Source: an optimization exercise on an open RTL-to-GDS flow (aim: small area, a short achievable clock period and few clock cycles per item). Production flows keep margins and buffers that such runs may drop. The RTL was checked by simulation tests, not by an equivalence proof against the original design.

File: design/flow/design.v
   localparam logic [3:0] MAX_CHORD = 4'd11;
   localparam logic signed [31:0] MIX_BIAS  = 32'sd335221755;
   localparam logic signed [31:0] DIV_LIMIT = 32'sd670433280;   
   localparam logic [1:0] CSR_RIVER_GAIN   = 2'd0;
   localparam logic [1:0] CSR_TONE_GAIN    = 2'd1;
   localparam logic [1:0] CSR_CHORD_SELECT = 2'd2;
   localparam logic [23:0] PAIRS_M1_TAB = {2'd0, 2'd2, 2'd2, 2'd3, 2'd0, 2'd1,
                                           2'd3, 2'd2, 2'd0, 2'd0, 2'd0, 2'd0};
module bctm_river_unit
(
   input  logic signed [15:0] x,
   input  logic        [23:0] rg_digits,
   output logic        [31:0] river_s,
   output logic        [31:0] river_c
);
   localparam logic [3:0] MAX_CHORD = 4'd11;
   localparam logic signed [31:0] MIX_BIAS  = 32'sd335221755;
   localparam logic signed [31:0] DIV_LIMIT = 32'sd670433280;   
   localparam logic [1:0] CSR_RIVER_GAIN   = 2'd0;
   localparam logic [1:0] CSR_TONE_GAIN    = 2'd1;
   localparam logic [1:0] CSR_CHORD_SELECT = 2'd2;
   localparam logic [23:0] PAIRS_M1_TAB = {2'd0, 2'd2, 2'd2, 2'd3, 2'd0, 2'd1,
                                           2'd3, 2'd2, 2'd0, 2'd0, 2'd0, 2'd0};
   localparam logic [31:0] KR = 32'd21845 << 16;   
   localparam logic [31:0] K  = MIX_BIAS - KR;
   logic [31:0] rows [8];
   logic [31:0] negs_r;
   logic [31:0] t_s0_0, t_c0_0;
   logic [31:0] t_s0_1, t_c0_1;
   logic [31:0] t_s0_2, t_c0_2;
   logic [31:0] t_s1_0, t_c1_0;
   logic [31:0] t_s1_1, t_c1_1;
   logic [31:0] t_s2_0, t_c2_0;
   logic [31:0] t_s3_0, t_c3_0;
   logic [31:0] t_s4_0, t_c4_0;
   always_comb begin
      negs_r = 32'd0;
      for (int i = 0; i < 8; i++) begin
         logic [16:0] m;
         logic [16:0] r;
         m = ({17{rg_digits[3*i]}} & {x[15], x}) |
             ({17{rg_digits[3*i+1]}} & {x, 1'b0});
         r = m ^ {17{rg_digits[3*i+2]}};
         rows[i] = 32'({~r[16], r[15:0]}) << (2 * i);
         negs_r[2*i] = rg_digits[3*i+2];
      end
   end
   always_comb begin
      t_s0_0 = rows[0] ^ rows[1] ^ rows[2];
      t_c0_0 = {(rows[0] & rows[1] | rows[0] & rows[2] | rows[1] & rows[2]), 1'b0};
      t_s0_1 = rows[3] ^ rows[4] ^ rows[5];
      t_c0_1 = {(rows[3] & rows[4] | rows[3] & rows[5] | rows[4] & rows[5]), 1'b0};
      t_s0_2 = rows[6] ^ rows[7] ^ negs_r;
      t_c0_2 = {(rows[6] & rows[7] | rows[6] & negs_r | rows[7] & negs_r), 1'b0};
      t_s1_0 = t_s0_0 ^ t_c0_0 ^ t_s0_1;
      t_c1_0 = {(t_s0_0 & t_c0_0 | t_s0_0 & t_s0_1 | t_c0_0 & t_s0_1), 1'b0};
      t_s1_1 = t_c0_1 ^ t_s0_2 ^ t_c0_2;
      t_c1_1 = {(t_c0_1 & t_s0_2 | t_c0_1 & t_c0_2 | t_s0_2 & t_c0_2), 1'b0};
      t_s2_0 = t_s1_0 ^ t_c1_0 ^ t_s1_1;
      t_c2_0 = {(t_s1_0 & t_c1_0 | t_s1_0 & t_s1_1 | t_c1_0 & t_s1_1), 1'b0};
      t_s3_0 = t_s2_0 ^ t_c2_0 ^ t_c1_1;
      t_c3_0 = {(t_s2_0 & t_c2_0 | t_s2_0 & t_c1_1 | t_c2_0 & t_c1_1), 1'b0};
      t_s4_0 = t_s3_0 ^ t_c3_0 ^ K;
      t_c4_0 = {(t_s3_0 & t_c3_0 | t_s3_0 & K | t_c3_0 & K), 1'b0};
   end
   assign river_s = t_s4_0;
   assign river_c = t_c4_0;
endmodule
module bctm_mac_unit
(
   input  logic signed [18:0] tone_sum,
   input  logic        [17:0] tg_digits,    
   input  logic        [31:0] river_s,
   input  logic        [31:0] river_c,
   output logic        [31:0] w_s,
   output logic        [31:0] w_c
);
   localparam logic [31:0] KT     = 32'd1365 << 19;    
   localparam logic [31:0] KT_NEG = 32'd0 - KT;
   logic [31:0] rows [6];
   logic [31:0] negs_t;
   logic [31:0] t_s0_0, t_c0_0;
   logic [31:0] t_s0_1, t_c0_1;
   logic [31:0] t_s0_2, t_c0_2;
   logic [31:0] t_s1_0, t_c1_0;
   logic [31:0] t_s1_1, t_c1_1;
   logic [31:0] t_s2_0, t_c2_0;
   logic [31:0] t_s3_0, t_c3_0;
   logic [31:0] t_s4_0, t_c4_0;
   always_comb begin
      negs_t = 32'd0;
      for (int i = 0; i < 6; i++) begin
         logic [19:0] m;
         logic [19:0] r;
         m = ({20{tg_digits[3*i]}} & {tone_sum[18], tone_sum}) |
             ({20{tg_digits[3*i+1]}} & {tone_sum, 1'b0});
         r = m ^ {20{tg_digits[3*i+2]}};
         rows[i] = 32'({~r[19], r[18:0]}) << (2 * i);
         negs_t[2*i] = tg_digits[3*i+2];
      end
   end
   always_comb begin
      t_s0_0 = rows[0] ^ rows[1] ^ rows[2];
      t_c0_0 = {(rows[0] & rows[1] | rows[0] & rows[2] | rows[1] & rows[2]), 1'b0};
      t_s0_1 = rows[3] ^ rows[4] ^ rows[5];
      t_c0_1 = {(rows[3] & rows[4] | rows[3] & rows[5] | rows[4] & rows[5]), 1'b0};
      t_s0_2 = negs_t ^ KT_NEG ^ river_s;
      t_c0_2 = {(negs_t & KT_NEG | negs_t & river_s | KT_NEG & river_s), 1'b0};
      t_s1_0 = t_s0_0 ^ t_c0_0 ^ t_s0_1;
      t_c1_0 = {(t_s0_0 & t_c0_0 | t_s0_0 & t_s0_1 | t_c0_0 & t_s0_1), 1'b0};
      t_s1_1 = t_c0_1 ^ t_s0_2 ^ t_c0_2;
      t_c1_1 = {(t_c0_1 & t_s0_2 | t_c0_1 & t_c0_2 | t_s0_2 & t_c0_2), 1'b0};
      t_s2_0 = t_s1_0 ^ t_c1_0 ^ t_s1_1;
      t_c2_0 = {(t_s1_0 & t_c1_0 | t_s1_0 & t_s1_1 | t_c1_0 & t_s1_1), 1'b0};
      t_s3_0 = t_s2_0 ^ t_c2_0 ^ t_c1_1;
      t_c3_0 = {(t_s2_0 & t_c2_0 | t_s2_0 & t_c1_1 | t_c2_0 & t_c1_1), 1'b0};
      t_s4_0 = t_s3_0 ^ t_c3_0 ^ river_c;
      t_c4_0 = {(t_s3_0 & t_c3_0 | t_s3_0 & river_c | t_c3_0 & river_c), 1'b0};
   end
   assign w_s = t_s4_0;
   assign w_c = t_c4_0;
endmodule
module bctm_booth_enc
#(
   parameter int W = 10,
   parameter int D = 6
) (
   input  logic [W-1:0]   y,
   output logic [3*D-1:0] digits
);
   logic [2*D:0] t;    
   assign t = (2*D+1)'({y, 1'b0});
   always_comb begin
      for (int i = 0; i < D; i++) begin
         digits[3*i]   = t[2*i+1] ^ t[2*i];
         digits[3*i+1] = (t[2*i+2] & ~t[2*i+1] & ~t[2*i]) | (~t[2*i+2] & t[2*i+1] & t[2*i]);
         digits[3*i+2] = t[2*i+2];
      end
   end
endmodule
module bctm_div_step1
(
   input  logic [31:0] w_s,
   input  logic [31:0] w_c,
   output logic        low,     
   output logic        high,    
   output logic [36:0] z_s,
   output logic [36:0] z_c
);
   localparam logic [3:0] MAX_CHORD = 4'd11;
   localparam logic signed [31:0] MIX_BIAS  = 32'sd335221755;
   localparam logic signed [31:0] DIV_LIMIT = 32'sd670433280;   
   localparam logic [1:0] CSR_RIVER_GAIN   = 2'd0;
   localparam logic [1:0] CSR_TONE_GAIN    = 2'd1;
   localparam logic [1:0] CSR_CHORD_SELECT = 2'd2;
   localparam logic [23:0] PAIRS_M1_TAB = {2'd0, 2'd2, 2'd2, 2'd3, 2'd0, 2'd1,
                                           2'd3, 2'd2, 2'd0, 2'd0, 2'd0, 2'd0};
   logic signed [31:0] w;
   logic        [36:0] wc37;
   logic [36:0] t_s0_0, t_c0_0;
   logic [36:0] t_s1_0, t_c1_0;
   logic [36:0] t_s2_0, t_c2_0;
   assign w    = w_s + w_c;
   assign low  = w[31];
   assign high = !w[31] && (w >= DIV_LIMIT);
   assign wc37 = {7'd0, w[29:0]};
   always_comb begin
      t_s0_0 = wc37 ^ {wc37[34:0], 2'b00} ^ {wc37[33:0], 3'b000};
      t_c0_0 = {(wc37 & {wc37[34:0], 2'b00} | wc37 & {wc37[33:0], 3'b000} | {wc37[34:0], 2'b00} & {wc37[33:0], 3'b000}), 1'b0};
      t_s1_0 = t_s0_0 ^ t_c0_0 ^ {wc37[30:0], 6'b000000};
      t_c1_0 = {(t_s0_0 & t_c0_0 | t_s0_0 & {wc37[30:0], 6'b000000} | t_c0_0 & {wc37[30:0], 6'b000000}), 1'b0};
      t_s2_0 = t_s1_0 ^ t_c1_0 ^ {wc37[29:0], 7'b0000000};
      t_c2_0 = {(t_s1_0 & t_c1_0 | t_s1_0 & {wc37[29:0], 7'b0000000} | t_c1_0 & {wc37[29:0], 7'b0000000}), 1'b0};
   end
   assign z_s = t_s2_0;
   assign z_c = t_c2_0;
endmodule
module bctm_div_step2
(
   input  logic        low,
   input  logic        high,
   input  logic [36:0] z_s,
   input  logic [36:0] z_c,
   output logic [15:0] result
);
   logic [36:0] n;
   logic [15:0] q;
   assign n = z_s + z_c + {20'd0, z_s[36:20]} + {20'd0, z_c[36:20]} + 37'd3;
   always_comb begin
      if (low) begin
         q = 16'd0;
      end else if (high) begin
         q = 16'hffff;
      end else begin
         q = n[36:21];
      end
   end
   assign result = {~q[15], q[14:0]};
endmodule
module bctm_inc_rom
#(
   parameter bit RIGHT = 1'b0,
   parameter bit ODD   = 1'b0
) (
   input  logic [3:0]  chord,
   input  logic [1:0]  pair,
   output logic [34:0] digits     
);
   function automatic logic [18:0] inc_left_even(input logic [5:0] k);
      case (k)
         {4'd0, 2'd0}: inc_left_even = 19'h1bdd3;
         {4'd1, 2'd0}: inc_left_even = 19'h1bdd3;
         {4'd2, 2'd0}: inc_left_even = 19'h0dee9;
         {4'd3, 2'd0}: inc_left_even = 19'h0dee9;
         {4'd4, 2'd0}: inc_left_even = 19'h08312;
         {4'd4, 2'd1}: inc_left_even = 19'h28f5c;
         {4'd4, 2'd2}: inc_left_even = 19'h41893;
         {4'd5, 2'd0}: inc_left_even = 19'h19483;
         {4'd5, 2'd1}: inc_left_even = 19'h27216;
         {4'd5, 2'd2}: inc_left_even = 19'h22222;
         {4'd5, 2'd3}: inc_left_even = 19'h1b76f;
         {4'd6, 2'd0}: inc_left_even = 19'h0a378;
         {4'd6, 2'd1}: inc_left_even = 19'h2526e;
         {4'd7, 2'd0}: inc_left_even = 19'h093dd;
         {4'd8, 2'd0}: inc_left_even = 19'h0949c;
         {4'd8, 2'd1}: inc_left_even = 19'h17385;
         {4'd8, 2'd2}: inc_left_even = 19'h2526e;
         {4'd8, 2'd3}: inc_left_even = 19'h37ba5;
         {4'd9, 2'd0}: inc_left_even = 19'h04a4e;
         {4'd9, 2'd1}: inc_left_even = 19'h2eb7f;
         {4'd9, 2'd2}: inc_left_even = 19'h45a8f;
         {4'd10, 2'd0}: inc_left_even = 19'h12937;
         {4'd10, 2'd1}: inc_left_even = 19'h1bdd3;
         {4'd10, 2'd2}: inc_left_even = 19'h45a8f;
         {4'd11, 2'd0}: inc_left_even = 19'h1c9b6;
         default: inc_left_even = 19'd0;
      endcase
   endfunction
   function automatic logic [18:0] inc_left_odd(input logic [5:0] k);
      case (k)
         {4'd4, 2'd0}: inc_left_odd = 19'h10625;
         {4'd4, 2'd1}: inc_left_odd = 19'h3126f;
         {4'd4, 2'd2}: inc_left_odd = 19'h51eb8;
         {4'd5, 2'd0}: inc_left_odd = 19'h1ed61;
         {4'd5, 2'd1}: inc_left_odd = 19'h1ae12;
         {4'd5, 2'd2}: inc_left_odd = 19'h290d9;
         {4'd5, 2'd3}: inc_left_odd = 19'h26847;
         {4'd6, 2'd0}: inc_left_odd = 19'h17385;
         {4'd7, 2'd0}: inc_left_odd = 19'h12d3a;
         {4'd8, 2'd0}: inc_left_odd = 19'h12937;
         {4'd8, 2'd1}: inc_left_odd = 19'h1bdd3;
         {4'd8, 2'd2}: inc_left_odd = 19'h2e70a;
         {4'd9, 2'd0}: inc_left_odd = 19'h2526e;
         {4'd9, 2'd1}: inc_left_odd = 19'h37ba5;
         {4'd9, 2'd2}: inc_left_odd = 19'h53978;
         {4'd10, 2'd0}: inc_left_odd = 19'h17385;
         {4'd10, 2'd1}: inc_left_odd = 19'h37ba5;
         {4'd10, 2'd2}: inc_left_odd = 19'h53978;
         {4'd11, 2'd0}: inc_left_odd = 19'h2e70a;
         default: inc_left_odd = 19'd0;
      endcase
   endfunction
   function automatic logic [18:0] inc_right_even(input logic [5:0] k);
      case (k)
         {4'd0, 2'd0}: inc_right_even = 19'h1ccaf;
         {4'd1, 2'd0}: inc_right_even = 19'h1d59a;
         {4'd2, 2'd0}: inc_right_even = 19'h0e1e2;
         {4'd3, 2'd0}: inc_right_even = 19'h0e7d4;
         {4'd4, 2'd0}: inc_right_even = 19'h08c6f;
         {4'd4, 2'd1}: inc_right_even = 19'h2b00e;
         {4'd4, 2'd2}: inc_right_even = 19'h4809a;
         {4'd5, 2'd0}: inc_right_even = 19'h1a0e4;
         {4'd5, 2'd1}: inc_right_even = 19'h27d46;
         {4'd5, 2'd2}: inc_right_even = 19'h22d07;
         {4'd5, 2'd3}: inc_right_even = 19'h1c312;
         {4'd6, 2'd0}: inc_right_even = 19'h0af1b;
         {4'd6, 2'd1}: inc_right_even = 19'h28ae7;
         {4'd7, 2'd0}: inc_right_even = 19'h09618;
         {4'd8, 2'd0}: inc_right_even = 19'h096d6;
         {4'd8, 2'd1}: inc_right_even = 19'h17977;
         {4'd8, 2'd2}: inc_right_even = 19'h2614b;
         {4'd8, 2'd3}: inc_right_even = 19'h382c8;
         {4'd9, 2'd0}: inc_right_even = 19'h04b7e;
         {4'd9, 2'd1}: inc_right_even = 19'h2f1bd;
         {4'd9, 2'd2}: inc_right_even = 19'h46081;
         {4'd10, 2'd0}: inc_right_even = 19'h12f29;
         {4'd10, 2'd1}: inc_right_even = 19'h1c3c4;
         {4'd10, 2'd2}: inc_right_even = 19'h47230;
         {4'd11, 2'd0}: inc_right_even = 19'h1de84;
         default: inc_right_even = 19'd0;
      endcase
   endfunction
   function automatic logic [18:0] inc_right_odd(input logic [5:0] k);
      case (k)
         {4'd4, 2'd0}: inc_right_odd = 19'h1108c;
         {4'd4, 2'd1}: inc_right_odd = 19'h3700e;
         {4'd4, 2'd2}: inc_right_odd = 19'h55a2a;
         {4'd5, 2'd0}: inc_right_odd = 19'h1f950;
         {4'd5, 2'd1}: inc_right_odd = 19'h1b9b5;
         {4'd5, 2'd2}: inc_right_odd = 19'h29c7b;
         {4'd5, 2'd3}: inc_right_odd = 19'h273ea;
         {4'd6, 2'd0}: inc_right_odd = 19'h1918f;
         {4'd7, 2'd0}: inc_right_odd = 19'h12f75;
         {4'd8, 2'd0}: inc_right_odd = 19'h12f29;
         {4'd8, 2'd1}: inc_right_odd = 19'h1c3c4;
         {4'd8, 2'd2}: inc_right_odd = 19'h2f60c;
         {4'd9, 2'd0}: inc_right_odd = 19'h25860;
         {4'd9, 2'd1}: inc_right_odd = 19'h38197;
         {4'd9, 2'd2}: inc_right_odd = 19'h53f6a;
         {4'd10, 2'd0}: inc_right_odd = 19'h17977;
         {4'd10, 2'd1}: inc_right_odd = 19'h393b9;
         {4'd10, 2'd2}: inc_right_odd = 19'h5518b;
         {4'd11, 2'd0}: inc_right_odd = 19'h2fd54;
         default: inc_right_odd = 19'd0;
      endcase
   endfunction
   logic [18:0] inc;
   logic [21:0] y;    
   always_comb begin
      case ({RIGHT, ODD})
         2'b00:   inc = inc_left_even({chord, pair});
         2'b01:   inc = inc_left_odd({chord, pair});
         2'b10:   inc = inc_right_even({chord, pair});
         default: inc = inc_right_odd({chord, pair});
      endcase
   end
   assign y = {2'b00, inc, 1'b0};
   always_comb begin
      for (int i = 0; i < 7; i++) begin
         logic [3:0] t;
         t = y[3*i +: 4];
         digits[5*i]   = (t == 4'b0001) || (t == 4'b0010) || (t == 4'b1101) || (t == 4'b1110);
         digits[5*i+1] = (t == 4'b0011) || (t == 4'b0100) || (t == 4'b1011) || (t == 4'b1100);
         digits[5*i+2] = (t == 4'b0101) || (t == 4'b0110) || (t == 4'b1001) || (t == 4'b1010);
         digits[5*i+3] = (t == 4'b0111) || (t == 4'b1000);
         digits[5*i+4] = t[3];
      end
   end
endmodule
module bctm_phase_bank
(
   input  logic [34:0] digits,
   input  logic [23:0] count,
   input  logic [23:0] count3,
   output logic [9:0]  hi_s,      
   output logic [9:0]  hi_c,
   output logic        lo_carry
);
   logic [23:0] rows [7];
   logic [23:0] negs;
   logic [23:0] t_s0_0, t_c0_0;
   logic [23:0] t_s0_1, t_c0_1;
   logic [23:0] t_s1_0, t_c1_0;
   logic [23:0] t_s1_1, t_c1_1;
   logic [23:0] t_s2_0, t_c2_0;
   logic [23:0] t_s3_0, t_c3_0;
   logic [14:0] lo;
   always_comb begin
      negs = 24'd0;
      for (int i = 0; i < 7; i++) begin
         logic [23:0] m;
         m = ({24{digits[5*i]}} & count) | ({24{digits[5*i+1]}} & {count[22:0], 1'b0}) |
             ({24{digits[5*i+2]}} & count3) | ({24{digits[5*i+3]}} & {count[21:0], 2'b00});
         rows[i] = (m ^ {24{digits[5*i+4]}}) << (3 * i);
         negs[3*i] = digits[5*i+4];
      end
   end
   always_comb begin
      t_s0_0 = rows[0] ^ rows[1] ^ rows[2];
      t_c0_0 = {(rows[0] & rows[1] | rows[0] & rows[2] | rows[1] & rows[2]), 1'b0};
      t_s0_1 = rows[3] ^ rows[4] ^ rows[5];
      t_c0_1 = {(rows[3] & rows[4] | rows[3] & rows[5] | rows[4] & rows[5]), 1'b0};
      t_s1_0 = t_s0_0 ^ t_c0_0 ^ t_s0_1;
      t_c1_0 = {(t_s0_0 & t_c0_0 | t_s0_0 & t_s0_1 | t_c0_0 & t_s0_1), 1'b0};
      t_s1_1 = t_c0_1 ^ rows[6] ^ negs;
      t_c1_1 = {(t_c0_1 & rows[6] | t_c0_1 & negs | rows[6] & negs), 1'b0};
      t_s2_0 = t_s1_0 ^ t_c1_0 ^ t_s1_1;
      t_c2_0 = {(t_s1_0 & t_c1_0 | t_s1_0 & t_s1_1 | t_c1_0 & t_s1_1), 1'b0};
      t_s3_0 = t_s2_0 ^ t_c2_0 ^ t_c1_1;
      t_c3_0 = {(t_s2_0 & t_c2_0 | t_s2_0 & t_c1_1 | t_c2_0 & t_c1_1), 1'b0};
   end
   assign lo       = {1'b0, t_s3_0[13:0]} + {1'b0, t_c3_0[13:0]};
   assign lo_carry = lo[14];
   assign hi_s     = t_s3_0[23:14];
   assign hi_c     = t_c3_0[23:14];
endmodule
module bctm_sine_rom
(
   input  logic [9:0]  addr,
   output logic [14:0] mag,      
   output logic        neg       
);
   function automatic logic [14:0] quarter(input logic [7:0] u);
      case (u)
         8'd0: quarter = 15'd0;
         8'd1: quarter = 15'd201;
         8'd2: quarter = 15'd402;
         8'd3: quarter = 15'd603;
         8'd4: quarter = 15'd804;
         8'd5: quarter = 15'd1005;
         8'd6: quarter = 15'd1206;
         8'd7: quarter = 15'd1407;
         8'd8: quarter = 15'd1608;
         8'd9: quarter = 15'd1809;
         8'd10: quarter = 15'd2009;
         8'd11: quarter = 15'd2210;
         8'd12: quarter = 15'd2411;
         8'd13: quarter = 15'd2611;
         8'd14: quarter = 15'd2811;
         8'd15: quarter = 15'd3012;
         8'd16: quarter = 15'd3212;
         8'd17: quarter = 15'd3412;
         8'd18: quarter = 15'd3612;
         8'd19: quarter = 15'd3812;
         8'd20: quarter = 15'd4011;
         8'd21: quarter = 15'd4211;
         8'd22: quarter = 15'd4410;
         8'd23: quarter = 15'd4609;
         8'd24: quarter = 15'd4808;
         8'd25: quarter = 15'd5007;
         8'd26: quarter = 15'd5206;
         8'd27: quarter = 15'd5404;
         8'd28: quarter = 15'd5602;
         8'd29: quarter = 15'd5800;
         8'd30: quarter = 15'd5998;
         8'd31: quarter = 15'd6196;
         8'd32: quarter = 15'd6393;
         8'd33: quarter = 15'd6590;
         8'd34: quarter = 15'd6787;
         8'd35: quarter = 15'd6984;
         8'd36: quarter = 15'd7180;
         8'd37: quarter = 15'd7376;
         8'd38: quarter = 15'd7572;
         8'd39: quarter = 15'd7767;
         8'd40: quarter = 15'd7962;
         8'd41: quarter = 15'd8157;
         8'd42: quarter = 15'd8352;
         8'd43: quarter = 15'd8546;
         8'd44: quarter = 15'd8740;
         8'd45: quarter = 15'd8934;
         8'd46: quarter = 15'd9127;
         8'd47: quarter = 15'd9320;
         8'd48: quarter = 15'd9513;
         8'd49: quarter = 15'd9705;
         8'd50: quarter = 15'd9897;
         8'd51: quarter = 15'd10089;
         8'd52: quarter = 15'd10280;
         8'd53: quarter = 15'd10471;
         8'd54: quarter = 15'd10661;
         8'd55: quarter = 15'd10851;
         8'd56: quarter = 15'd11041;
         8'd57: quarter = 15'd11230;
         8'd58: quarter = 15'd11418;
         8'd59: quarter = 15'd11607;
         8'd60: quarter = 15'd11795;
         8'd61: quarter = 15'd11982;
         8'd62: quarter = 15'd12169;
         8'd63: quarter = 15'd12356;
         8'd64: quarter = 15'd12542;
         8'd65: quarter = 15'd12727;
         8'd66: quarter = 15'd12912;
         8'd67: quarter = 15'd13097;
         8'd68: quarter = 15'd13281;
         8'd69: quarter = 15'd13465;
         8'd70: quarter = 15'd13648;
         8'd71: quarter = 15'd13831;
         8'd72: quarter = 15'd14013;
         8'd73: quarter = 15'd14194;
         8'd74: quarter = 15'd14375;
         8'd75: quarter = 15'd14556;
         8'd76: quarter = 15'd14736;
         8'd77: quarter = 15'd14915;
         8'd78: quarter = 15'd15094;
         8'd79: quarter = 15'd15273;
         8'd80: quarter = 15'd15450;
         8'd81: quarter = 15'd15627;
         8'd82: quarter = 15'd15804;
         8'd83: quarter = 15'd15980;
         8'd84: quarter = 15'd16155;
         8'd85: quarter = 15'd16330;
         8'd86: quarter = 15'd16504;
         8'd87: quarter = 15'd16678;
         8'd88: quarter = 15'd16851;
         8'd89: quarter = 15'd17023;
         8'd90: quarter = 15'd17195;
         8'd91: quarter = 15'd17365;
         8'd92: quarter = 15'd17536;
         8'd93: quarter = 15'd17705;
         8'd94: quarter = 15'd17874;
         8'd95: quarter = 15'd18043;
         8'd96: quarter = 15'd18210;
         8'd97: quarter = 15'd18377;
         8'd98: quarter = 15'd18544;
         8'd99: quarter = 15'd18709;
         8'd100: quarter = 15'd18874;
         8'd101: quarter = 15'd19038;
         8'd102: quarter = 15'd19202;
         8'd103: quarter = 15'd19365;
         8'd104: quarter = 15'd19527;
         8'd105: quarter = 15'd19688;
         8'd106: quarter = 15'd19848;
         8'd107: quarter = 15'd20008;
         8'd108: quarter = 15'd20167;
         8'd109: quarter = 15'd20325;
         8'd110: quarter = 15'd20483;
         8'd111: quarter = 15'd20640;
         8'd112: quarter = 15'd20796;
         8'd113: quarter = 15'd20951;
         8'd114: quarter = 15'd21105;
         8'd115: quarter = 15'd21259;
         8'd116: quarter = 15'd21412;
         8'd117: quarter = 15'd21564;
         8'd118: quarter = 15'd21715;
         8'd119: quarter = 15'd21865;
         8'd120: quarter = 15'd22015;
         8'd121: quarter = 15'd22163;
         8'd122: quarter = 15'd22311;
         8'd123: quarter = 15'd22458;
         8'd124: quarter = 15'd22604;
         8'd125: quarter = 15'd22750;
         8'd126: quarter = 15'd22894;
         8'd127: quarter = 15'd23038;
         8'd128: quarter = 15'd23180;
         8'd129: quarter = 15'd23322;
         8'd130: quarter = 15'd23463;
         8'd131: quarter = 15'd23603;
         8'd132: quarter = 15'd23743;
         8'd133: quarter = 15'd23881;
         8'd134: quarter = 15'd24018;
         8'd135: quarter = 15'd24155;
         8'd136: quarter = 15'd24290;
         8'd137: quarter = 15'd24425;
         8'd138: quarter = 15'd24559;
         8'd139: quarter = 15'd24692;
         8'd140: quarter = 15'd24824;
         8'd141: quarter = 15'd24955;
         8'd142: quarter = 15'd25085;
         8'd143: quarter = 15'd25214;
         8'd144: quarter = 15'd25342;
         8'd145: quarter = 15'd25469;
         8'd146: quarter = 15'd25595;
         8'd147: quarter = 15'd25720;
         8'd148: quarter = 15'd25845;
         8'd149: quarter = 15'd25968;
         8'd150: quarter = 15'd26090;
         8'd151: quarter = 15'd26212;
         8'd152: quarter = 15'd26332;
         8'd153: quarter = 15'd26451;
         8'd154: quarter = 15'd26570;
         8'd155: quarter = 15'd26687;
         8'd156: quarter = 15'd26803;
         8'd157: quarter = 15'd26919;
         8'd158: quarter = 15'd27033;
         8'd159: quarter = 15'd27146;
         8'd160: quarter = 15'd27258;
         8'd161: quarter = 15'd27370;
         8'd162: quarter = 15'd27480;
         8'd163: quarter = 15'd27589;
         8'd164: quarter = 15'd27697;
         8'd165: quarter = 15'd27804;
         8'd166: quarter = 15'd27910;
         8'd167: quarter = 15'd28015;
         8'd168: quarter = 15'd28119;
         8'd169: quarter = 15'd28222;
         8'd170: quarter = 15'd28324;
         8'd171: quarter = 15'd28424;
         8'd172: quarter = 15'd28524;
         8'd173: quarter = 15'd28622;
         8'd174: quarter = 15'd28720;
         8'd175: quarter = 15'd28816;
         8'd176: quarter = 15'd28912;
         8'd177: quarter = 15'd29006;
         8'd178: quarter = 15'd29099;
         8'd179: quarter = 15'd29191;
         8'd180: quarter = 15'd29282;
         8'd181: quarter = 15'd29371;
         8'd182: quarter = 15'd29460;
         8'd183: quarter = 15'd29548;
         8'd184: quarter = 15'd29634;
         8'd185: quarter = 15'd29719;
         8'd186: quarter = 15'd29804;
         8'd187: quarter = 15'd29887;
         8'd188: quarter = 15'd29969;
         8'd189: quarter = 15'd30049;
         8'd190: quarter = 15'd30129;
         8'd191: quarter = 15'd30208;
         8'd192: quarter = 15'd30285;
         8'd193: quarter = 15'd30361;
         8'd194: quarter = 15'd30436;
         8'd195: quarter = 15'd30510;
         8'd196: quarter = 15'd30583;
         8'd197: quarter = 15'd30655;
         8'd198: quarter = 15'd30725;
         8'd199: quarter = 15'd30795;
         8'd200: quarter = 15'd30863;
         8'd201: quarter = 15'd30930;
         8'd202: quarter = 15'd30995;
         8'd203: quarter = 15'd31060;
         8'd204: quarter = 15'd31124;
         8'd205: quarter = 15'd31186;
         8'd206: quarter = 15'd31247;
         8'd207: quarter = 15'd31307;
         8'd208: quarter = 15'd31366;
         8'd209: quarter = 15'd31423;
         8'd210: quarter = 15'd31480;
         8'd211: quarter = 15'd31535;
         8'd212: quarter = 15'd31589;
         8'd213: quarter = 15'd31642;
         8'd214: quarter = 15'd31693;
         8'd215: quarter = 15'd31744;
         8'd216: quarter = 15'd31793;
         8'd217: quarter = 15'd31841;
         8'd218: quarter = 15'd31888;
         8'd219: quarter = 15'd31933;
         8'd220: quarter = 15'd31978;
         8'd221: quarter = 15'd32021;
         8'd222: quarter = 15'd32063;
         8'd223: quarter = 15'd32104;
         8'd224: quarter = 15'd32144;
         8'd225: quarter = 15'd32182;
         8'd226: quarter = 15'd32219;
         8'd227: quarter = 15'd32255;
         8'd228: quarter = 15'd32290;
         8'd229: quarter = 15'd32323;
         8'd230: quarter = 15'd32356;
         8'd231: quarter = 15'd32387;
         8'd232: quarter = 15'd32417;
         8'd233: quarter = 15'd32445;
         8'd234: quarter = 15'd32473;
         8'd235: quarter = 15'd32499;
         8'd236: quarter = 15'd32524;
         8'd237: quarter = 15'd32548;
         8'd238: quarter = 15'd32570;
         8'd239: quarter = 15'd32592;
         8'd240: quarter = 15'd32612;
         8'd241: quarter = 15'd32631;
         8'd242: quarter = 15'd32648;
         8'd243: quarter = 15'd32665;
         8'd244: quarter = 15'd32680;
         8'd245: quarter = 15'd32694;
         8'd246: quarter = 15'd32707;
         8'd247: quarter = 15'd32719;
         8'd248: quarter = 15'd32729;
         8'd249: quarter = 15'd32738;
         8'd250: quarter = 15'd32746;
         8'd251: quarter = 15'd32753;
         8'd252: quarter = 15'd32758;
         8'd253: quarter = 15'd32763;
         8'd254: quarter = 15'd32766;
         8'd255: quarter = 15'd32767;
         default: quarter = 15'd0;
      endcase
   endfunction
   logic [7:0] u;
   assign u   = addr[8] ? (8'd0 - addr[7:0]) : addr[7:0];
   assign mag = (addr[8] && addr[7:0] == 8'd0) ? 15'd32767 : quarter(u);
   assign neg = addr[9];
endmodule
module binaural_chord_tone_mixer_unit
(
   input  logic                clock,
   input  logic                reset,
   input  logic                req_valid,
   output logic                req_stall,
   input  logic [32:0]         req_payload,   
   output logic                rsp_valid,
   input  logic                rsp_stall,
   output logic [31:0]         rsp_payload,   
   input  logic                csr_wr_en,
   input  logic [1:0]          csr_index,
   input  logic [9:0]          csr_wr_data
);
   localparam logic [3:0] MAX_CHORD = 4'd11;
   localparam logic signed [31:0] MIX_BIAS  = 32'sd335221755;
   localparam logic signed [31:0] DIV_LIMIT = 32'sd670433280;   
   localparam logic [1:0] CSR_RIVER_GAIN   = 2'd0;
   localparam logic [1:0] CSR_TONE_GAIN    = 2'd1;
   localparam logic [1:0] CSR_CHORD_SELECT = 2'd2;
   localparam logic [23:0] PAIRS_M1_TAB = {2'd0, 2'd2, 2'd2, 2'd3, 2'd0, 2'd1,
                                           2'd3, 2'd2, 2'd0, 2'd0, 2'd0, 2'd0};
   localparam int OUT_DEPTH = 5;
   localparam int QW = $clog2(OUT_DEPTH);
   localparam int OW = $clog2(OUT_DEPTH + 1);
   logic [17:0] tg_digits_ff;
   logic [23:0] rg_digits_ff;
   logic [3:0]  chord_ff;
   logic [17:0] tg_digits_wr;
   logic [23:0] rg_digits_wr;
   logic [13:0] rg10_wr;
   assign rg10_wr = {1'b0, csr_wr_data, 3'b000} + {3'b000, csr_wr_data, 1'b0};
   bctm_booth_enc #(.W(10), .D(6)) u_tg_enc (.y (csr_wr_data), .digits (tg_digits_wr));
   bctm_booth_enc #(.W(14), .D(8)) u_rg_enc (.y (rg10_wr), .digits (rg_digits_wr));
   localparam logic [17:0] TG_RESET = 18'o160000;
   localparam logic [23:0] RG_RESET = 24'o01100000;
   always_ff @(posedge clock) begin
      if (reset) begin
         rg_digits_ff <= RG_RESET;
         tg_digits_ff <= TG_RESET;
         chord_ff     <= 4'd0;
      end else if (csr_wr_en) begin
         case (csr_index)
            CSR_RIVER_GAIN:   rg_digits_ff <= rg_digits_wr;
            CSR_TONE_GAIN:    tg_digits_ff <= tg_digits_wr;
            CSR_CHORD_SELECT: chord_ff     <= (csr_wr_data[3:0] > MAX_CHORD) ? MAX_CHORD : csr_wr_data[3:0];
            default: begin
            end
         endcase
      end
   end
   logic          ready_ff;         
   logic          busy_ff;
   logic [1:0]    cyc_ff;
   logic [1:0]    pairs_m1_ff;
   logic [1:0]    cycles_m1_ff;
   logic [3:0]    seq_chord_ff;
   logic [23:0]   count_ff;
   logic [23:0]   count3_ff;
   logic [31:0]   seq_x_ff;         
   logic [34:0]   dig_l0_ff, dig_l1_ff, dig_r0_ff, dig_r1_ff;
   logic [OW-1:0] outstanding_ff;
   logic [23:0]   ring_ff [12];
   logic [3:0]    ptr_ff;
   logic [11:0]   cnt_vld_ff;
   logic [23:0]   wb_val_ff;
   logic [3:0]    wb_chord_ff;
   logic          wb_pend_ff;
   logic          wb_now;
   logic          wb_pend_nx;
   logic [3:0]    wb_chord_nx;
   logic [3:0]    chord_nx;
   logic [3:0]    ring_idx_ff;      
   logic          wb_hit_ff;        
   logic          vld_hit_ff;       
   logic [3:0]    ptr_nx;
   logic          ready_nx;
   logic [3:0]    seq_chord_nx;
   logic [3:0]    rom_chord_ff;
   logic [1:0]    rom_pair_ff;
   logic          load;
   logic          seq_last;
   logic          busy_nx;
   logic [1:0]    cyc_nx;
   logic [1:0]    cycles_m1_nx;
   logic          deliver;
   logic [OW-1:0] outstanding_nx;
   logic [1:0]    chord_pairs_m1;
   logic [1:0]    chord_cycles_m1;
   logic [34:0]   dig_l0, dig_l1, dig_r0, dig_r1;
   logic [23:0]   count_rd;
   assign load      = req_valid && ready_ff;
   assign seq_last  = (cyc_ff == cycles_m1_ff);
   assign req_stall = !ready_ff;
   assign chord_pairs_m1  = PAIRS_M1_TAB[2*chord_ff +: 2];
   assign chord_cycles_m1 = (chord_pairs_m1 == 2'd0) ? 2'd1 : chord_pairs_m1;
   always_comb begin
      busy_nx      = busy_ff;
      cyc_nx       = cyc_ff;
      cycles_m1_nx = cycles_m1_ff;
      if (load) begin
         busy_nx      = 1'b1;
         cyc_nx       = 2'd0;
         cycles_m1_nx = chord_cycles_m1;
      end else if (busy_ff) begin
         busy_nx = !seq_last;
         cyc_nx  = cyc_ff + 2'd1;
      end
      outstanding_nx = outstanding_ff + OW'(load) - OW'(deliver);
   end
   always_ff @(posedge clock) begin
      if (reset) begin
         ready_ff       <= 1'b1;
         ring_idx_ff    <= 4'd0;
         wb_hit_ff      <= 1'b0;
         vld_hit_ff     <= 1'b0;
         rom_chord_ff   <= 4'd0;
         rom_pair_ff    <= 2'd0;
         busy_ff        <= 1'b0;
         cyc_ff         <= 2'd0;
         cycles_m1_ff   <= 2'd1;
         outstanding_ff <= '0;
         cnt_vld_ff     <= 12'd0;
         ptr_ff         <= 4'd0;
         wb_pend_ff     <= 1'b0;
      end else begin
         busy_ff        <= busy_nx;
         cyc_ff         <= cyc_nx;
         cycles_m1_ff   <= cycles_m1_nx;
         outstanding_ff <= outstanding_nx;
         ready_ff       <= ready_nx;
         ptr_ff         <= ptr_nx;
         ring_idx_ff    <= (chord_nx >= ptr_nx) ? chord_nx - ptr_nx : chord_nx + 4'd12 - ptr_nx;
         wb_hit_ff      <= wb_pend_nx && (wb_chord_nx == chord_nx);
         vld_hit_ff     <= cnt_vld_ff[chord_nx] || (load && chord_ff == chord_nx);
         rom_chord_ff   <= ready_nx ? chord_nx : seq_chord_nx;
         rom_pair_ff    <= ready_nx ? 2'd0 : cyc_nx + 2'd1;
         wb_pend_ff     <= wb_pend_nx;
         if (load) begin
            cnt_vld_ff[chord_ff] <= 1'b1;
         end
      end
   end
   assign ptr_nx       = (ptr_ff == 4'd11) ? 4'd0 : ptr_ff + 4'd1;
   assign seq_chord_nx = ready_ff ? chord_ff : seq_chord_ff;
   assign ready_nx     = (!busy_nx || cyc_nx == cycles_m1_nx) && (outstanding_nx < OW'(OUT_DEPTH))
                         && !(wb_pend_nx && wb_chord_nx != chord_nx);
   bctm_inc_rom #(.RIGHT(1'b0), .ODD(1'b0)) u_inc_l0 (.chord (rom_chord_ff), .pair (rom_pair_ff), .digits (dig_l0));
   bctm_inc_rom #(.RIGHT(1'b0), .ODD(1'b1)) u_inc_l1 (.chord (rom_chord_ff), .pair (rom_pair_ff), .digits (dig_l1));
   bctm_inc_rom #(.RIGHT(1'b1), .ODD(1'b0)) u_inc_r0 (.chord (rom_chord_ff), .pair (rom_pair_ff), .digits (dig_r0));
   bctm_inc_rom #(.RIGHT(1'b1), .ODD(1'b1)) u_inc_r1 (.chord (rom_chord_ff), .pair (rom_pair_ff), .digits (dig_r1));
   assign wb_now      = wb_pend_ff && (wb_chord_ff == ptr_ff);
   assign wb_pend_nx  = load || (wb_pend_ff && !wb_now);
   assign wb_chord_nx = load ? chord_ff : wb_chord_ff;
   assign chord_nx    = (csr_wr_en && csr_index == CSR_CHORD_SELECT)
                        ? ((csr_wr_data[3:0] > MAX_CHORD) ? MAX_CHORD : csr_wr_data[3:0]) : chord_ff;
   assign count_rd    = !vld_hit_ff ? 24'd0 : wb_hit_ff ? wb_val_ff : ring_ff[ring_idx_ff];
   always_ff @(posedge clock) begin
      if (ready_ff) begin
         seq_chord_ff <= chord_ff;
         pairs_m1_ff  <= chord_pairs_m1;
         count_ff     <= count_rd;
         count3_ff    <= count_rd + {count_rd[22:0], 1'b0};
         seq_x_ff     <= req_payload[0] ? req_payload[32:1] : 32'd0;
      end
      dig_l0_ff <= dig_l0;
      dig_l1_ff <= dig_l1;
      dig_r0_ff <= dig_r0;
      dig_r1_ff <= dig_r1;
      if (load) begin
         wb_val_ff   <= count_rd + 24'd1;
         wb_chord_ff <= chord_ff;
      end
      for (int i = 0; i < 11; i++) begin
         ring_ff[i] <= ring_ff[i+1];
      end
      ring_ff[11] <= wb_now ? wb_val_ff : ring_ff[0];
   end
   logic        t1_v_ff, t1_first_ff, t1_last_ff;
   logic [20:0] pc_l0_ff, pc_l1_ff, pc_r0_ff, pc_r1_ff;
   logic [20:0] pc_l0, pc_l1, pc_r0, pc_r1;
   logic [9:0]  ph_l0, ph_l1, ph_r0, ph_r1;
   logic [31:0] t1_x_ff;
   logic        issue, issue_last;
   assign issue      = busy_ff && (cyc_ff <= pairs_m1_ff);
   assign issue_last = busy_ff && (cyc_ff == pairs_m1_ff);
   bctm_phase_bank u_phase_l0 (.digits (dig_l0_ff), .count (count_ff), .count3 (count3_ff),
                              .hi_s (pc_l0[20:11]), .hi_c (pc_l0[10:1]), .lo_carry (pc_l0[0]));
   bctm_phase_bank u_phase_l1 (.digits (dig_l1_ff), .count (count_ff), .count3 (count3_ff),
                              .hi_s (pc_l1[20:11]), .hi_c (pc_l1[10:1]), .lo_carry (pc_l1[0]));
   bctm_phase_bank u_phase_r0 (.digits (dig_r0_ff), .count (count_ff), .count3 (count3_ff),
                              .hi_s (pc_r0[20:11]), .hi_c (pc_r0[10:1]), .lo_carry (pc_r0[0]));
   bctm_phase_bank u_phase_r1 (.digits (dig_r1_ff), .count (count_ff), .count3 (count3_ff),
                              .hi_s (pc_r1[20:11]), .hi_c (pc_r1[10:1]), .lo_carry (pc_r1[0]));
   always_ff @(posedge clock) begin
      if (reset) begin
         t1_v_ff <= 1'b0;
      end else begin
         t1_v_ff <= issue;
      end
      t1_first_ff <= (cyc_ff == 2'd0);
      t1_last_ff  <= issue_last;
      pc_l0_ff    <= pc_l0;
      pc_l1_ff    <= pc_l1;
      pc_r0_ff    <= pc_r0;
      pc_r1_ff    <= pc_r1;
      if (issue_last) begin
         t1_x_ff <= seq_x_ff;
      end
   end
   logic [14:0]        mag_l0, mag_l1, mag_r0, mag_r1;
   logic               neg_l0, neg_l1, neg_r0, neg_r1;
   logic [15:0]        sn_l0_ff, sn_l1_ff, sn_r0_ff, sn_r1_ff;    
   logic               t2_v_ff, t2_first_ff, t2_last_ff;
   logic signed [18:0] acc_l_ff, acc_r_ff;
   logic signed [18:0] sum_l, sum_r;
   assign ph_l0 = pc_l0_ff[20:11] + pc_l0_ff[10:1] + {9'd0, pc_l0_ff[0]};
   assign ph_l1 = pc_l1_ff[20:11] + pc_l1_ff[10:1] + {9'd0, pc_l1_ff[0]};
   assign ph_r0 = pc_r0_ff[20:11] + pc_r0_ff[10:1] + {9'd0, pc_r0_ff[0]};
   assign ph_r1 = pc_r1_ff[20:11] + pc_r1_ff[10:1] + {9'd0, pc_r1_ff[0]};
   bctm_sine_rom u_sine_l0 (.addr (ph_l0), .mag (mag_l0), .neg (neg_l0));
   bctm_sine_rom u_sine_l1 (.addr (ph_l1), .mag (mag_l1), .neg (neg_l1));
   bctm_sine_rom u_sine_r0 (.addr (ph_r0), .mag (mag_r0), .neg (neg_r0));
   bctm_sine_rom u_sine_r1 (.addr (ph_r1), .mag (mag_r1), .neg (neg_r1));
   always_ff @(posedge clock) begin
      if (reset) begin
         t2_v_ff <= 1'b0;
      end else begin
         t2_v_ff <= t1_v_ff;
      end
      t2_first_ff <= t1_first_ff;
      t2_last_ff  <= t1_last_ff;
      sn_l0_ff    <= {neg_l0, mag_l0 ^ {15{neg_l0}}};
      sn_l1_ff    <= {neg_l1, mag_l1 ^ {15{neg_l1}}};
      sn_r0_ff    <= {neg_r0, mag_r0 ^ {15{neg_r0}}};
      sn_r1_ff    <= {neg_r1, mag_r1 ^ {15{neg_r1}}};
   end
   function automatic logic [18:0] add2(input logic [18:0] acc, input logic [15:0] a, input logic [15:0] b);
      logic [18:0] ta, tb, s1, c1;
      ta   = {{4{a[15]}}, a[14:0]};
      tb   = {{4{b[15]}}, b[14:0]};
      s1   = acc ^ ta ^ tb;
      c1   = {(acc[17:0] & ta[17:0]) | (acc[17:0] & tb[17:0]) | (ta[17:0] & tb[17:0]), a[15]};
      add2 = s1 + c1 + {18'd0, b[15]};
   endfunction
   assign sum_l = add2(t2_first_ff ? 19'd0 : acc_l_ff, sn_l0_ff, sn_l1_ff);
   assign sum_r = add2(t2_first_ff ? 19'd0 : acc_r_ff, sn_r0_ff, sn_r1_ff);
   logic               riv_sel_r_ff;
   logic        [31:0] river_s, river_c;
   logic signed [15:0] riv_x_ff;
   logic        [31:0] riv_s_ff, riv_c_ff;
   bctm_river_unit u_river (.x (riv_x_ff), .rg_digits (rg_digits_ff), .river_s (river_s), .river_c (river_c));
   always_ff @(posedge clock) begin
      if (reset) begin
         riv_sel_r_ff <= 1'b0;
      end else begin
         riv_sel_r_ff <= t1_v_ff && t1_last_ff;
      end
      riv_x_ff <= riv_sel_r_ff ? t1_x_ff[15:0] : t1_x_ff[31:16];
      riv_s_ff <= river_s;
      riv_c_ff <= river_c;
   end
   logic               right_pend_ff;
   logic signed [18:0] m_s_ff;
   logic               p1_v_ff, p1_right_ff;
   logic        [31:0] w_s, w_c, w_s_ff, w_c_ff;
   logic               p2_v_ff, p2_right_ff;
   logic               p3_v_ff, p3_right_ff;
   logic               low, high, low_ff, high_ff;
   logic [36:0]        z_s, z_c, z_s_ff, z_c_ff;
   logic               left_done;
   assign left_done = t2_v_ff && t2_last_ff;
   always_ff @(posedge clock) begin
      acc_l_ff <= sum_l;
      if (t2_v_ff) begin
         acc_r_ff <= sum_r;
      end
      if (left_done) begin
         m_s_ff <= sum_l;
      end else begin
         m_s_ff <= acc_r_ff;
      end
   end
   bctm_mac_unit u_mac (
      .tone_sum (m_s_ff), .tg_digits (tg_digits_ff), .river_s (riv_s_ff), .river_c (riv_c_ff),
      .w_s (w_s), .w_c (w_c));
   bctm_div_step1 u_div1 (
      .w_s (w_s_ff), .w_c (w_c_ff), .low (low), .high (high),
      .z_s (z_s), .z_c (z_c));
   always_ff @(posedge clock) begin
      if (reset) begin
         right_pend_ff <= 1'b0;
         p1_v_ff       <= 1'b0;
         p2_v_ff       <= 1'b0;
         p3_v_ff       <= 1'b0;
      end else begin
         right_pend_ff <= left_done;
         p1_v_ff       <= left_done || right_pend_ff;
         p2_v_ff       <= p1_v_ff;
         p3_v_ff       <= p2_v_ff;
      end
      p1_right_ff <= right_pend_ff;
      w_s_ff      <= w_s;
      w_c_ff      <= w_c;
      p2_right_ff <= p1_right_ff;
      p3_right_ff <= p2_right_ff;
      low_ff      <= low;
      high_ff     <= high;
      z_s_ff      <= z_s;
      z_c_ff      <= z_c;
   end
   logic [15:0]   result;
   logic [31:0]   out_q [OUT_DEPTH];
   logic [QW-1:0] wp_ff, rp_ff;
   logic [OW-1:0] full_cnt_ff;
   logic          rsp_valid_ff;
   logic          push;
   logic [OW-1:0] full_cnt_nx;
   bctm_div_step2 u_div2 (
      .low (low_ff), .high (high_ff), .z_s (z_s_ff), .z_c (z_c_ff), .result (result));
   assign push        = p3_v_ff && p3_right_ff;
   assign deliver     = rsp_valid_ff && !rsp_stall;
   assign full_cnt_nx = full_cnt_ff + OW'(push) - OW'(deliver);
   always_ff @(posedge clock) begin
      if (reset) begin
         wp_ff        <= '0;
         rp_ff        <= '0;
         full_cnt_ff  <= '0;
         rsp_valid_ff <= 1'b0;
      end else begin
         if (push) begin
            wp_ff <= (wp_ff == QW'(OUT_DEPTH - 1)) ? '0 : wp_ff + 1'b1;
         end
         if (deliver) begin
            rp_ff <= (rp_ff == QW'(OUT_DEPTH - 1)) ? '0 : rp_ff + 1'b1;
         end
         full_cnt_ff  <= full_cnt_nx;
         rsp_valid_ff <= (full_cnt_nx != '0);
      end
      if (p3_v_ff) begin
         if (p3_right_ff) begin
            out_q[wp_ff][15:0] <= result;
         end else begin
            out_q[wp_ff][31:16] <= result;
         end
      end
   end
   assign rsp_valid   = rsp_valid_ff;
   assign rsp_payload = out_q[rp_ff];
endmodule
File: design/flow/run.sh
#!/bin/bash
# synth_recipe.tcl (not shown) runs the flow's synth.tcl, then flattens the netlist and writes it again
# the make line also repeats each setting of config.mk as NAME=value (left out here)
make -C /OpenROAD-flow-scripts/flow DESIGN_CONFIG=/design/flow/config.mk WORK_HOME=/design/flow/orfs CLKGATE_MAP_FILE= SYNTH_SCRIPT=/design/flow/synth_recipe.tcl finish
File: design/flow/config.mk
export PLATFORM = sky130hd
export DESIGN_NAME = binaural_chord_tone_mixer_unit
export DESIGN_NICKNAME = binaural_chord_tone_mixer_unit
export VERILOG_FILES = /design/flow/design.v
export SDC_FILE = /design/flow/constraint.sdc
export NUM_CORES = 4
export LEC_CHECK = 0
export CAP_MARGIN = 20
export CORE_MARGIN = 2
export CORE_UTILIZATION = 45
export CTS_BUF_LIST = sky130_fd_sc_hd__clkbuf_4 sky130_fd_sc_hd__clkbuf_8
export SETUP_SLACK_MARGIN = 5
export SLEW_MARGIN = 20
export SYNTH_MEMORY_MAX_BITS = 32768
File: design/flow/constraint.sdc
create_clock -name core_clock -period 10.0 [get_ports {clock}]
set_input_delay 2.0000 -clock core_clock [delete_from_list [all_inputs] [get_ports {clock}]]
set_output_delay 2.0000 -clock core_clock [all_outputs]
set_load 0.01 [all_outputs]
==> impl_metrics.toml <==
[floorplan]
pin_count = 84
die_area_mm2 = 0.221
dieWidth_um = 470
initial_core_util_pct = 45.4
die_h_um = 470
design.core.area_mm2 = 0.215
rows = 170

[cells_and_area]
layout.cells.non_filler = 13400
fillers = 20100
layout-area-overhead-vs-synth_pct = 11.0
drive_gt1_share_pct = 11.2
design_area_mm2 = 0.108
fin_nets = 11500

[drt]
routed_wl_mm = 374
ant_nets = 0
drcViolationCount = 0
drt_pass1_iterations = 9
vias = 86100
viasPerCell = 6.44
wl_per_cell_um = 27.9
drt_iter0_drc = 9994

[logic_synthesis]
seq_area_frac_synth_pct = 28.5
synth_top_area_cell = "dfxtp_1"
ys_top_cells_by_area = "dfxtp_1 (19%), fa_1 (12%), edfxtp_1 (9.7%)"
synth_cells = 10500
ys_ff_latch = 1232
yosysWarnings = 17
avgSynthCellArea_um2 = 9.27
yosysTopAreaCellShare_pct = 18.8
syn_nets = 11800
synth_area_mm2 = 0.0976
synth.distinct_cells = 105
synth-edff-count = 316
synthArstFlopShare_pct = 0
synth-main-ff-cell = "dfxtp_1"

[sta]
fin_crit_sh_pct = 49.9
whs_ns = 0.299
skew_ns = 0.141
hold_viol_final = 0
setup_violations = 0
fmax_mhz = 200
rsz0062_at_grt = "true"
tightest_slew_ns = 1.15
period_needed_ns = 4.99
drv_slew = 0
final.setup.tns_ns = 0
max-slew-margin-rel_pct = 23.2

[worst_setup_path]
path_class = "reg2reg"
end_kind = "flop"
worstSetupEndpoint = "sn_r0_ff[7]"
cp_data_arrival_time_ns = 5.78
worstRegToRegCells = 17
crit_fanout = 11
startpoint = "pc_r0_ff[0]"
start_kind = "flop"
cp.required_ns = 10.78
worstReg2RegStart = "pc_r0_ff[0]"
timing.rr.end = "sn_r0_ff[7]"
rrSetupSlack_ns = 5.01

[placement]
portBuffers = 83
dp_cells = 12800
dp_hpwl_mm = 259
placed_area_mm2 = 0.101
gp_congestion = 1.02

[clock_network]
clk_pin_slew_ns = 0.06
clkSinkCount = 1232
cts-htree-levels = 4
cts_tree = "done"
cts_buffer_depth = 3
cts_hold_repair.buffers = 0
clkLatencyLatePin_ns = 1.07
root_buffer = "clkbuf_8"
cts-buffers-inserted = 214

[run]
cap_violations = 0

[global_route]
antenna_found_initial = 33
grt_max_degree = 75
grt_pass1_wl_mm = 554
grt_pass1_vias = 84600
grt_overflow = 0
grtUsageTotal_pct = 32.7

[outcome]
status = "finished clean"

[hold_path]
hold_path.class = "reg2reg"
-- cell type report --
class	count	area, µm²	share of cell area (%)
Tap cell	2838	3550	3.28
Clock buffer	328	4110	3.80
Timing Repair Buffer	393	3640	3.36
Clock inverter	73	1260	1.17
Timing Repair inverter	1	5.00	0.00462
Multi-Input combinational cell	7536	64400	59.4
Inverter	854	3280	3.02
Sequential cell	1232	27800	25.7
Antenna cell	118	295	0.272
-- worst min path at each step --
| stage | startpoint | end | slack [ns] | depth (start not counted) |
|---|---|---|---|---|
| 2_1_floorplan | p1_right_ff | p2_right_ff | 0.31 | 0 |
| 5_1_grt | ring_ff[9][1] | ring_ff[8][1] | 0.31 | 0 |
| 3_3_place_gp | p2_right_ff | p3_right_ff | 0.31 | 0 |
| 4_1_cts | ring_ff[1][18] | ring_ff[0][18] | 0.28 | 0 |
| 6_report | ring_ff[1][18] | ring_ff[0][18] | 0.30 | 0 |
| 3_5_place_dp | p1_right_ff | p2_right_ff | 0.31 | 0 |
-- cells in the mapped netlist (47+ instances only) --
cell	n
nand2_1	511
xnor2_1	684
a21oi_1	550
ha_1	647
nand3_1	164
nor2b_1	128
a211oi_1	125
fa_1	606
o21ai_0	449
nand2b_1	60
xor2_1	272
and2_1	107
buf_2	100
a31oi_1	122
clkbuf_1	659
a22o_1	370
a221oi_1	394
buf_1	150
edfxtp_1	316
o22ai_1	100
a21o_1	60
nand4_1	54
a311oi_1	59
a22oi_1	302
mux2_2	96
o31ai_1	47
inv_1	833
o211ai_1	90
dfxtp_1	916
nor2_1	575
nor3_1	188
-- worst max-delay path, stage by stage, from the launching register on --
cell       delay (ns)
dfxtp_1          0.33
fa_1             0.20
inv_1            0.06
fa_1             0.42
nand2b_1         0.23
a21oi_4          0.23
o211a_1          0.29
nor3_4           0.10
buf_12           0.16
buf_4            0.13
or4_2            0.78
a21oi_2          0.48
a21oi_1          0.14
and3_1           0.22
a2111oi_0        0.62
o21a_1           0.20
a211oi_2         0.05
xnor2_1          0.13
-- metal layers --
| layer | vias up | global-route usage (%) | wire length, µm |
|---|---|---|---|
| met5 | - | 0 | 109 |
| met3 | 1285 | 7.27 | 36400 |
| met1 | 42200 | 42.1 | 148000 |
| met4 | 16 | 20.3 | 25800 |
| li1 | 37500 | - | - |
| met2 | 4975 | 49.7 | 163000 |
-- state kept, by name (all words and copies together), names as in the netlist, 31 cells and up, named ones only --
register / flops
z_c_ff: 32
dig_r1_ff: 32
t1_x_ff: 32
w_s_ff: 32
seq_x_ff: 32
ring_ff: 288
out_q: 160
z_s_ff: 37
riv_s_ff: 31
dig_r0_ff: 32
-- per-stage QoR --
step	setup slack, ns	utilization, %
floorplan	5.07	-
global placement	3.95	46.8
detailed placement	3.96	46.8
CTS	4.78	49.7
global route	4.89	50.4
finish	5.01	50.4
-- placed cells by master (no fill, tap or decap), types with 90 or more instances in the layout --
cell	n
dfxtp_1	909
and2_1	104
fa_1	605
clkbuf_8	265
nand3_1	163
nor3_1	171
a22o_1	369
ha_1	608
o21ai_0	432
nor2_1	551
nor2b_1	124
o211ai_1	90
a211oi_1	119
inv_1	823
a21oi_1	523
o22ai_1	100
a221oi_1	388
nand2_1	502
xnor2_1	668
a22oi_1	302
mux2_2	96
buf_4	239
edfxtp_1	316
xor2_1	264
diode_2	118
a31oi_1	114
-- cell families after synthesis --
family	after synthesis	share of synthesized area [%]
AOI/OAI and AO/OA	3149	23.1
xor gates and xnor gates	957	8.59
adders and majority gates	1255	20.7
buffers and inverters	1768	6.95
DFF	1232	28.5
muxes	162	2.22
and+or+nand+nor	2012	9.86
-- repair_timing --
item	4_1_cts	5_1_grt
buffers inserted	11	45
gates resized for setup	177	230
pin swaps	3	31
gates cloned	3	3
setup endpoints to repair	177	194
Testbench counts, summed over its fixed seeds: cycles 3,743, frames 1,152.

==> what the ideal ports hide <==
How much do the figures lean on ideal ports? The routed layout below was timed once more, with nothing changed but the port constraints.
Step 1: set_driving_cell puts a clkbuf_16 on clock and a buf_2 on each other input, an assumption about the parent block.
Step 2 times the ports against the registers' clock, not the clock port: input delays grow and output delays shrink by t, the midpoint of the rising clock arrivals with the driver on.
Slacks: ideal / step 1 / step 2; pairs: ideal / step 1.
t, ns: 1.084
setup slack, ns: 5.005 / 5.005 / 4.319
worst hold slack (ns): 0.299 / 0.299 / 0.299
After both steps this run still meets setup and hold. The setup slack of this run moves by 0.000 ns with the drivers and by -0.686 ns with both steps.
